This is an optimization exercise on Yosys and OpenROAD, whose aim is a short achievable clock period and few clock cycles per item, not a production implementation.
Function was checked by simulation only, so behaviour that the tests miss may differ from the original.
Power is estimated from default activity; no workload was simulated.

==> flow/design.v <==
package cpuPkg;
	localparam int dataWidth = 32;
	localparam int regAddrWidth = 5;
	localparam int memWords = 256;  
	typedef enum logic [5:0]
	{
		opRtype = 6'b000000,
		opJ = 6'b000010,
		opAddi = 6'b001000,
		opAddiu = 6'b001001,
		opSlti = 6'b001010,
		opXori = 6'b001110,
		opLui = 6'b001111,
		opLw = 6'b100011,
		opSw = 6'b101011
	} opcode_e;
	typedef enum logic [5:0]
	{
		fnRotr = 6'b000010,  
		fnSrav = 6'b000111,
		fnAdd = 6'b100000,
		fnSub = 6'b100010,
		fnSubu = 6'b100011,
		fnNor = 6'b100111,
		fnSltu = 6'b101011
	} funct_e;
	typedef enum logic [3:0]
	{
		aluAdd, aluAddu, aluSub, aluSubu,
		aluSlt, aluSltu,
		aluXor, aluNor, aluPassB,
		aluSra, aluRotr
	} aluOp_e;
	typedef enum logic {srcAPc, srcAReg} srcA_e;
	typedef enum logic [1:0] {srcBReg, srcBFour, srcBImm, srcBUpper} srcB_e;
	typedef enum logic {pcAlu, pcJump} pcSrc_e;
	typedef enum logic {wbRes, wbMem} wbSrc_e;
	typedef enum logic {dstRt, dstRd} regDst_e;
	typedef enum logic [2:0]
	{
		stFetch, stDecode, stExecute, stMemAddr, stMemRead, stWriteBack, stMemWrite
	} state_e;
	typedef struct packed
	{
		logic pcWrite;
		logic irWrite;
		logic resWrite;
		srcA_e srcA;
		srcB_e srcB;
		logic signExt;  
		aluOp_e aluOp;
		logic shiftVar;  
		pcSrc_e pcSrc;
		wbSrc_e wbSrc;
		regDst_e regDst;
		logic regWrite;
		logic memWrite;
		logic useResAddr;  
	} ctrl_t;
	typedef struct packed
	{
		logic [dataWidth-1:0] addr;
		logic [dataWidth-1:0] wdata;
		logic we;
	} memReq_t;
	typedef struct packed
	{
		logic en;
		logic [regAddrWidth-1:0] addr;
		logic [dataWidth-1:0] data;
	} regWrite_t;
endpackage
`timescale 1ns/1ns
module cpuTop
(
	input logic clk,
	input logic rstN,
	input logic [cpuPkg::dataWidth-1:0] memRdata,  
	output cpuPkg::memReq_t memReq,
	output cpuPkg::regWrite_t regWr
);
	logic [31:0] maddr;
	logic [31:0] mwdata;
	logic mwe;
	logic fetching;  
	logic [31:0] fpc;  
	logic [31:0] fpc4;
	logic dV;
	logic [31:0] ir;
	logic [31:1] rsOH;  
	logic [31:1] rtOH;
	logic eV;  
	logic eWr;  
	logic [4:0] eDst;
	logic eLw;
	logic eSw;
	logic [31:0] eA;  
	logic [31:0] eB;  
	logic [31:0] eS;  
	logic [4:0] eShamt;
	logic eOpAdd, eOpSub, eOpSlt, eOpSltu, eOpXor, eOpNor, eOpSra, eOpRotr, eOpLui;
	logic eChkAdd, eChkSub;
	logic mWen;
	logic [4:0] mDst;
	logic [31:0] mRes;
	logic mLw;
	logic wWen;
	logic [4:0] wDst;
	logic [31:0] wRes;  
	logic [31:1] wSel;  
	logic oEn;
	logic [4:0] oAddr;
	logic [31:0] oData;
	logic [31:0] regs [1:31];
	logic [31:1] regValid;
	logic [5:0] dOp;
	logic [5:0] dFn;
	logic [4:0] dRs;
	logic [4:0] dRt;
	logic [4:0] dRd;
	logic dRtype, dIsLw, dIsSw;
	logic dKnown;
	logic dUseRs, dUseRt, dUseImm, dWrites;
	logic [4:0] dDst;
	logic [31:0] dImm;
	logic opAdd, opSub, opSlt, opSltu, opXor, opNor, opSra, opRotr, opLui, chkAdd, chkSub;
	assign dOp = ir[31:26];
	assign dFn = ir[5:0];
	assign dRs = ir[25:21];
	assign dRt = ir[20:16];
	assign dRd = ir[15:11];
	assign dRtype = (dOp == 6'b000000);
	assign dIsLw = (dOp == 6'b100011);
	assign dIsSw = (dOp == 6'b101011);
	always_comb
	begin
		opAdd = 1'b0;
		opSub = 1'b0;
		opSlt = 1'b0;
		opSltu = 1'b0;
		opXor = 1'b0;
		opNor = 1'b0;
		opSra = 1'b0;
		opRotr = 1'b0;
		opLui = 1'b0;
		chkAdd = 1'b0;
		chkSub = 1'b0;
		dKnown = 1'b1;
		dUseRs = 1'b1;
		dUseRt = 1'b0;
		dUseImm = 1'b1;
		dImm = {{16{ir[15]}}, ir[15:0]};
		case (dOp)
			6'b000000:
			begin
				dUseRt = 1'b1;
				dUseImm = 1'b0;
				case (dFn)
					6'b100000: begin opAdd = 1'b1; chkAdd = 1'b1; end
					6'b100010: begin opSub = 1'b1; chkSub = 1'b1; end
					6'b100011: opSub = 1'b1;
					6'b101011: opSltu = 1'b1;
					6'b100111: opNor = 1'b1;
					6'b000111: opSra = 1'b1;
					6'b000010: begin opRotr = 1'b1; dUseRs = 1'b0; end
					default: dKnown = 1'b0;
				endcase
			end
			6'b001000: begin opAdd = 1'b1; chkAdd = 1'b1; end
			6'b001001: opAdd = 1'b1;
			6'b001010: opSlt = 1'b1;
			6'b001110:
			begin
				opXor = 1'b1;
				dImm = {16'h0000, ir[15:0]};
			end
			6'b001111:
			begin
				opLui = 1'b1;
				dUseRs = 1'b0;
				dImm = {ir[15:0], 16'h0000};
			end
			6'b100011: opAdd = 1'b1;
			6'b101011:
			begin
				opAdd = 1'b1;
				dUseRt = 1'b1;
			end
			default:
			begin
				dKnown = 1'b0;
				dUseRs = 1'b0;
			end
		endcase
	end
	assign dDst = dRtype ? dRd : dRt;
	assign dWrites = dKnown && !dIsSw && (dDst != 5'd0);
	logic stallD;
	assign stallD = dV && eV && eWr && (eLw || eChkAdd || eChkSub) &&
		((dUseRs && eDst == dRs) || (dUseRt && eDst == dRt));
	logic [31:0] sum;
	logic [31:0] diff;
	logic addOv;
	logic subOv;
	logic ovf;
	logic [63:0] doubled;
	logic [31:0] arith;
	logic [31:0] eRes;
	assign sum = eA + eB;
	assign diff = eA - eB;
	assign addOv = (eA[31] == eB[31]) && (sum[31] != eA[31]);
	assign subOv = (eA[31] != eB[31]) && (diff[31] != eA[31]);
	assign ovf = (eChkAdd && addOv) || (eChkSub && subOv);
	assign doubled = {eB, eB} >> eShamt;
	assign arith = $signed(eB) >>> eA[4:0];
	always_comb
	begin
		eRes = '0;
		if (eOpAdd) eRes = eRes | sum;
		if (eOpSub) eRes = eRes | diff;
		if (eOpSlt) eRes = eRes | {31'd0, $signed(eA) < $signed(eB)};
		if (eOpSltu) eRes = eRes | {31'd0, eA < eB};
		if (eOpXor) eRes = eRes | (eA ^ eB);
		if (eOpNor) eRes = eRes | ~(eA | eB);
		if (eOpSra) eRes = eRes | arith;
		if (eOpRotr) eRes = eRes | doubled[31:0];
		if (eOpLui) eRes = eRes | eB;
	end
	logic [31:0] mFwd;  
	assign mFwd = mLw ? memRdata : mRes;
	logic [31:1] rsSel;
	logic [31:1] rtSel;
	logic [31:0] rsRead;
	logic [31:0] rtRead;
	always_comb
	begin
		rsRead = '0;
		rtRead = '0;
		for (int i = 1; i < 32; i++)
		begin
			rsRead = rsRead | ({32{rsSel[i]}} & regs[i]);
			rtRead = rtRead | ({32{rtSel[i]}} & regs[i]);
		end
	end
	logic [31:0] rsOld;
	logic [31:0] rtOld;
	logic hitEs, hitEt;
	assign rsOld = (mWen && mDst == dRs) ? mFwd : (wWen && wDst == dRs) ? wRes : rsRead;
	assign rtOld = (mWen && mDst == dRt) ? mFwd : (wWen && wDst == dRt) ? wRes : rtRead;
	assign hitEs = eV && eWr && eDst == dRs;
	assign hitEt = eV && eWr && eDst == dRt;
	logic [31:0] rsVal;
	logic [31:0] rtVal;
	assign rsVal = hitEs ? eRes : rsOld;
	assign rtVal = hitEt ? eRes : rtOld;
	logic dGo;
	logic fetchOk;
	logic inJ;
	logic selJ;
	logic memNext;
	logic [31:0] other;
	logic [31:0] maddrNext;
	assign dGo = dV && !stallD;
	assign fetchOk = fetching && (!dV || dGo);  
	assign inJ = (memRdata[31:26] == 6'b000010);
	assign memNext = eV && (eLw || eSw);
	assign fpc4 = fpc + 32'd4;
	assign other = memNext ? sum : fetchOk ? fpc4 : fpc;
	assign selJ = fetchOk && !memNext && inJ;
	assign maddrNext = selJ ? {other[31:28], memRdata[25:0], 2'b00} : other;
	always_ff @(posedge clk)
	begin
		if (!rstN)
		begin
			fpc <= '0;
			maddr <= '0;
			mwe <= 1'b0;
			fetching <= 1'b1;
			dV <= 1'b0;
			eV <= 1'b0;
			mWen <= 1'b0;
			mLw <= 1'b0;
			wWen <= 1'b0;
			wSel <= '0;
			oEn <= 1'b0;
		end
		else
		begin
			if (fetchOk)
				fpc <= inJ ? {fpc4[31:28], memRdata[25:0], 2'b00} : fpc4;
			maddr <= maddrNext;
			mwe <= memNext && eSw;
			fetching <= !memNext;
			if (fetchOk)
				dV <= !inJ;
			else if (dGo)
				dV <= 1'b0;
			eV <= dGo && (dWrites || dIsSw);
			mWen <= eV && eWr && !ovf;
			mLw <= eV && eLw;
			wWen <= mWen;
			for (int i = 1; i < 32; i++)
				wSel[i] <= mWen && mDst == 5'(i);
			oEn <= mWen;
		end
	end
	always_ff @(posedge clk)
	begin
		mwdata <= eS;
		if (fetchOk)
		begin
			ir <= memRdata;
			for (int i = 1; i < 32; i++)
			begin
				rsOH[i] <= memRdata[25:21] == 5'(i);
				rtOH[i] <= memRdata[20:16] == 5'(i);
			end
		end
		for (int i = 1; i < 32; i++)
		begin
			rsSel[i] <= (fetchOk ? (memRdata[25:21] == 5'(i)) : rsOH[i]) && (regValid[i] || wSel[i]);
			rtSel[i] <= (fetchOk ? (memRdata[20:16] == 5'(i)) : rtOH[i]) && (regValid[i] || wSel[i]);
		end
		eWr <= dWrites;
		eDst <= dDst;
		eLw <= dIsLw;
		eSw <= dIsSw;
		eA <= rsVal;
		eB <= dUseImm ? dImm : rtVal;
		eS <= rtVal;
		eShamt <= ir[10:6];
		eOpAdd <= opAdd;
		eOpSub <= opSub;
		eOpSlt <= opSlt;
		eOpSltu <= opSltu;
		eOpXor <= opXor;
		eOpNor <= opNor;
		eOpSra <= opSra;
		eOpRotr <= opRotr;
		eOpLui <= opLui;
		eChkAdd <= chkAdd;
		eChkSub <= chkSub;
		mDst <= eDst;
		mRes <= eRes;
		wDst <= mDst;
		if (mWen)
			wRes <= mFwd;
		oAddr <= mDst;
		oData <= mFwd;
	end
	always_ff @(posedge clk)
	begin
		if (!rstN)
			regValid <= '0;
		else
			regValid <= regValid | wSel;
	end
	always_ff @(posedge clk)
	begin
		for (int i = 1; i < 32; i++)
			if (wSel[i])
				regs[i] <= wRes;
	end
	assign memReq.addr = maddr;
	assign memReq.wdata = mwdata;
	assign memReq.we = mwe;
	assign regWr.en = oEn;
	assign regWr.addr = oAddr;
	assign regWr.data = oData;
endmodule
export LEC_CHECK = 0
export CAP_MARGIN = 20
export CORE_MARGIN = 2
export CORE_UTILIZATION = 50
export CTS_CLUSTER_DIAMETER = 100
export CTS_CLUSTER_SIZE = 20
export PLACE_DENSITY = 0.6
export SLEW_MARGIN = 20
create_clock -name core_clock -period 11.0 [get_ports {clk}]
standard.sh (not shown) runs the stock make flow with config.mk's settings and CLKGATE_MAP_FILE= SYNTH_SCRIPT=/design/flow/synth_recipe.tcl, a recipe that flattens the netlist after the stock synthesis.
==> flow/flow/run.sh <==
#!/bin/bash
# The standard synthesis and layout, with repair_timing aiming at a setup
# slack of SETUP_SLACK_MARGIN ns instead of 0 (the clock and constraints are
# unchanged), and the port buffers made as buf_4 cells instead of the delay
# buffer that buffer_ports picks by itself. Each step's output goes to a log
# file in the work folder.
set -euo pipefail
bash standard.sh synth > synth.log 2>&1
bash standard.sh SETUP_SLACK_MARGIN=7.6 "BUFFER_PORTS_ARGS=-buffer_cell sky130_fd_sc_hd__buf_4" finish > layout.log 2>&1
The first run passed the timing, DRC and antenna checks.
Testbench counts at the start, summed over its fixed seeds: cycles 5,401, instrs 4,693.
Change:
--- a/flow/design.v
+++ b/flow/design.v
@@ -230,10 +230,12 @@
 	assign mFwd = mLw ? memRdata : mRes;
 	logic [31:1] rsSel;
 	logic [31:1] rtSel;
 	logic [31:0] rsRead;
 	logic [31:0] rtRead;
+	assign rsSel = rsOH & regValid;
+	assign rtSel = rtOH & regValid;
 	always_comb
 	begin
 		rsRead = '0;
 		rtRead = '0;
 		for (int i = 1; i < 32; i++)
@@ -314,15 +316,10 @@
 			begin
 				rsOH[i] <= memRdata[25:21] == 5'(i);
 				rtOH[i] <= memRdata[20:16] == 5'(i);
 			end
 		end
-		for (int i = 1; i < 32; i++)
-		begin
-			rsSel[i] <= (fetchOk ? (memRdata[25:21] == 5'(i)) : rsOH[i]) && (regValid[i] || wSel[i]);
-			rtSel[i] <= (fetchOk ? (memRdata[20:16] == 5'(i)) : rtOH[i]) && (regValid[i] || wSel[i]);
-		end
 		eWr <= dWrites;
 		eDst <= dDst;
 		eLw <= dIsLw;
 		eSw <= dIsSw;
 		eA <= rsVal;
Critical path depth climbs by 1. Via count stays flat. Synthesized cell count falls by about 1.1%. Power drops by about 3%. Sequential power fell by about 3%. Worst setup slack got worse by 0.090 ns. Clock skew hardly moves. Global-route usage is higher by 1.6 points.
Testbench counts after the change, summed over its fixed seeds: cycles 5,401, instrs 4,693.

---

Another version of the RTL of cpuTop (not shown whole).
For scale: about 5600 cells after synthesis, roughly 1400 flip-flops, ~140 I/O pins, roughly 66000 um^2 of cells after synthesis.
// cpuTop
module cpuTop
(
	input logic clk,
	input logic rstN,
	input logic [cpuPkg::dataWidth-1:0] memRdata,  
	output cpuPkg::memReq_t memReq,
	output cpuPkg::regWrite_t regWr
);
export LEC_CHECK = 0
export CAP_MARGIN = 20
export CORE_MARGIN = 2
export CORE_UTILIZATION = 50
export PLACE_DENSITY = 0.6
export SLEW_MARGIN = 20
create_clock -name core_clock -period 11.0 [get_ports {clk}]
==> flow/flow/run.sh <==
#!/bin/bash
# The standard synthesis and layout, with repair_timing aiming at a setup
# slack of SETUP_SLACK_MARGIN ns instead of 0 (the clock and constraints are
# unchanged). Each step's output goes to a log file in the work folder.
set -euo pipefail
bash standard.sh synth > synth.log 2>&1
bash standard.sh SETUP_SLACK_MARGIN=7.6 finish > layout.log 2>&1
Testbench counts at the start, summed over its fixed seeds: cycles 5,401, instrs 4,693.
Edit:
--- a/flow/design.v
+++ b/flow/design.v
@@ -78,24 +78,26 @@
 	input logic [cpuPkg::dataWidth-1:0] memRdata,  
 	output cpuPkg::memReq_t memReq,
 	output cpuPkg::regWrite_t regWr
 );
 	logic [31:0] maddr;
 	logic [31:0] mwdata;
 	logic mwe;
 	logic fetching;  
 	logic [31:0] fpc;  
 	logic [31:0] fpc4;
 	logic dV;
 	logic [31:0] ir;
+	logic [31:1] rsOH;  
+	logic [31:1] rtOH;
 	logic eV;  
 	logic eWr;  
 	logic [4:0] eDst;
 	logic eLw;
 	logic eSw;
 	logic [31:0] eA;  
 	logic [31:0] eB;  
 	logic [31:0] eS;  
 	logic [4:0] eShamt;
 	logic eOpAdd, eOpSub, eOpSlt, eOpSltu, eOpXor, eOpNor, eOpSra, eOpRotr, eOpLui;
 	logic eChkAdd, eChkSub;
 	logic mWen;
@@ -217,40 +219,45 @@
 		if (eOpAdd) eRes = eRes | sum;
 		if (eOpSub) eRes = eRes | diff;
 		if (eOpSlt) eRes = eRes | {31'd0, $signed(eA) < $signed(eB)};
 		if (eOpSltu) eRes = eRes | {31'd0, eA < eB};
 		if (eOpXor) eRes = eRes | (eA ^ eB);
 		if (eOpNor) eRes = eRes | ~(eA | eB);
 		if (eOpSra) eRes = eRes | arith;
 		if (eOpRotr) eRes = eRes | doubled[31:0];
 		if (eOpLui) eRes = eRes | eB;
 	end
 	logic [31:0] mFwd;  
 	assign mFwd = mLw ? memRdata : mRes;
-	logic [31:0] regsRd [0:31];  
-	logic [31:0] validRd;
-	assign regsRd[0] = '0;
-	assign validRd = {regValid, 1'b0};
-	genvar gi;
-	generate
-		for (gi = 1; gi < 32; gi++)
-		begin : gRead
-			assign regsRd[gi] = regs[gi];
+	logic [31:1] rsSel;
+	logic [31:1] rtSel;
+	logic [31:0] rsRead;
+	logic [31:0] rtRead;
+	assign rsSel = rsOH & regValid;
+	assign rtSel = rtOH & regValid;
+	always_comb
+	begin
+		rsRead = '0;
+		rtRead = '0;
+		for (int i = 1; i < 32; i++)
+		begin
+			rsRead = rsRead | ({32{rsSel[i]}} & regs[i]);
+			rtRead = rtRead | ({32{rtSel[i]}} & regs[i]);
 		end
-	endgenerate
+	end
 	logic [31:0] rsOld;
 	logic [31:0] rtOld;
 	logic hitEs, hitEt;
-	assign rsOld = (mWen && mDst == dRs) ? mFwd : (wWen && wDst == dRs) ? wRes : validRd[dRs] ? regsRd[dRs] : 32'd0;
-	assign rtOld = (mWen && mDst == dRt) ? mFwd : (wWen && wDst == dRt) ? wRes : validRd[dRt] ? regsRd[dRt] : 32'd0;
+	assign rsOld = (mWen && mDst == dRs) ? mFwd : (wWen && wDst == dRs) ? wRes : rsRead;
+	assign rtOld = (mWen && mDst == dRt) ? mFwd : (wWen && wDst == dRt) ? wRes : rtRead;
 	assign hitEs = eV && eWr && eDst == dRs;
 	assign hitEt = eV && eWr && eDst == dRt;
 	logic [31:0] rsVal;
 	logic [31:0] rtVal;
 	assign rsVal = hitEs ? eRes : rsOld;
 	assign rtVal = hitEt ? eRes : rtOld;
 	logic dGo;
 	logic fetchOk;
 	logic inJ;
 	logic selJ;
 	logic memNext;
 	logic [31:0] other;
@@ -294,25 +301,32 @@
 			mWen <= eV && eWr && !ovf;
 			mLw <= eV && eLw;
 			wWen <= mWen;
 			for (int i = 1; i < 32; i++)
 				wSel[i] <= mWen && mDst == 5'(i);
 			oEn <= mWen;
 		end
 	end
 	always_ff @(posedge clk)
 	begin
 		mwdata <= eS;
 		if (fetchOk)
+		begin
 			ir <= memRdata;
+			for (int i = 1; i < 32; i++)
+			begin
+				rsOH[i] <= memRdata[25:21] == 5'(i);
+				rtOH[i] <= memRdata[20:16] == 5'(i);
+			end
+		end
 		eWr <= dWrites;
 		eDst <= dDst;
 		eLw <= dIsLw;
 		eSw <= dIsSw;
 		eA <= rsVal;
 		eB <= dUseImm ? dImm : rtVal;
 		eS <= rtVal;
 		eShamt <= ir[10:6];
 		eOpAdd <= opAdd;
 		eOpSub <= opSub;
 		eOpSlt <= opSlt;
 		eOpSltu <= opSltu;
=>
- non-clock buffer count fell by 85
- critical path depth fell by 2
- hold slack stays flat
- register-to-register slack hardly moves
- wire length rose by 2.6%
- worst setup slack hardly moves
Testbench counts after the change, summed over its fixed seeds: cycles 5,401, instrs 4,693.

## afterwards: timing with drivers on the ports
The results above use ideal ports. As a check the final layouts listed here were re-extracted and re-timed, cells and wires unchanged.
Step 1 assumes that a clkbuf_16 drives the clock port and a buf_2 every other input.
Step 2 moves the port delays by t, midway between the first and last clock arrival at a register: inputs arrive t later, outputs are due t later. That takes back most of the time a late clock gives input paths.
Slacks: ideal ports / drivers / drivers and shift; pairs: ideal ports / drivers.
| run | t, ns | setup slack, ns | worst setup path at the end | clock arrival spread, ns | slew at the worst register clock pin (ns) |
|---|---|---|---|---|---|
| the first run of note 1 | 0.818 | 7.412 / 7.412 / 7.005 | input to register | 0.066 / 0.066 | 0.10 / 0.10 |
| the second run of note 1 | 0.825 | 7.321 / 7.321 / 6.920 | input to register | 0.076 / 0.076 | 0.10 / 0.10 |
| the first run of note 2 | 0.884 | 7.416 / 7.404 / 6.740 | input to register | 0.050 / 0.050 | 0.08 / 0.08 |
| the second run of note 2 | 0.885 | 7.418 / 7.372 / 6.715 | input to register | 0.082 / 0.082 | 0.07 / 0.07 |
After both steps every run listed still meets setup and hold. The setup slack of the second run of note 2, which loses most, moves by -0.046 ns with the drivers and by -0.703 ns with both steps.
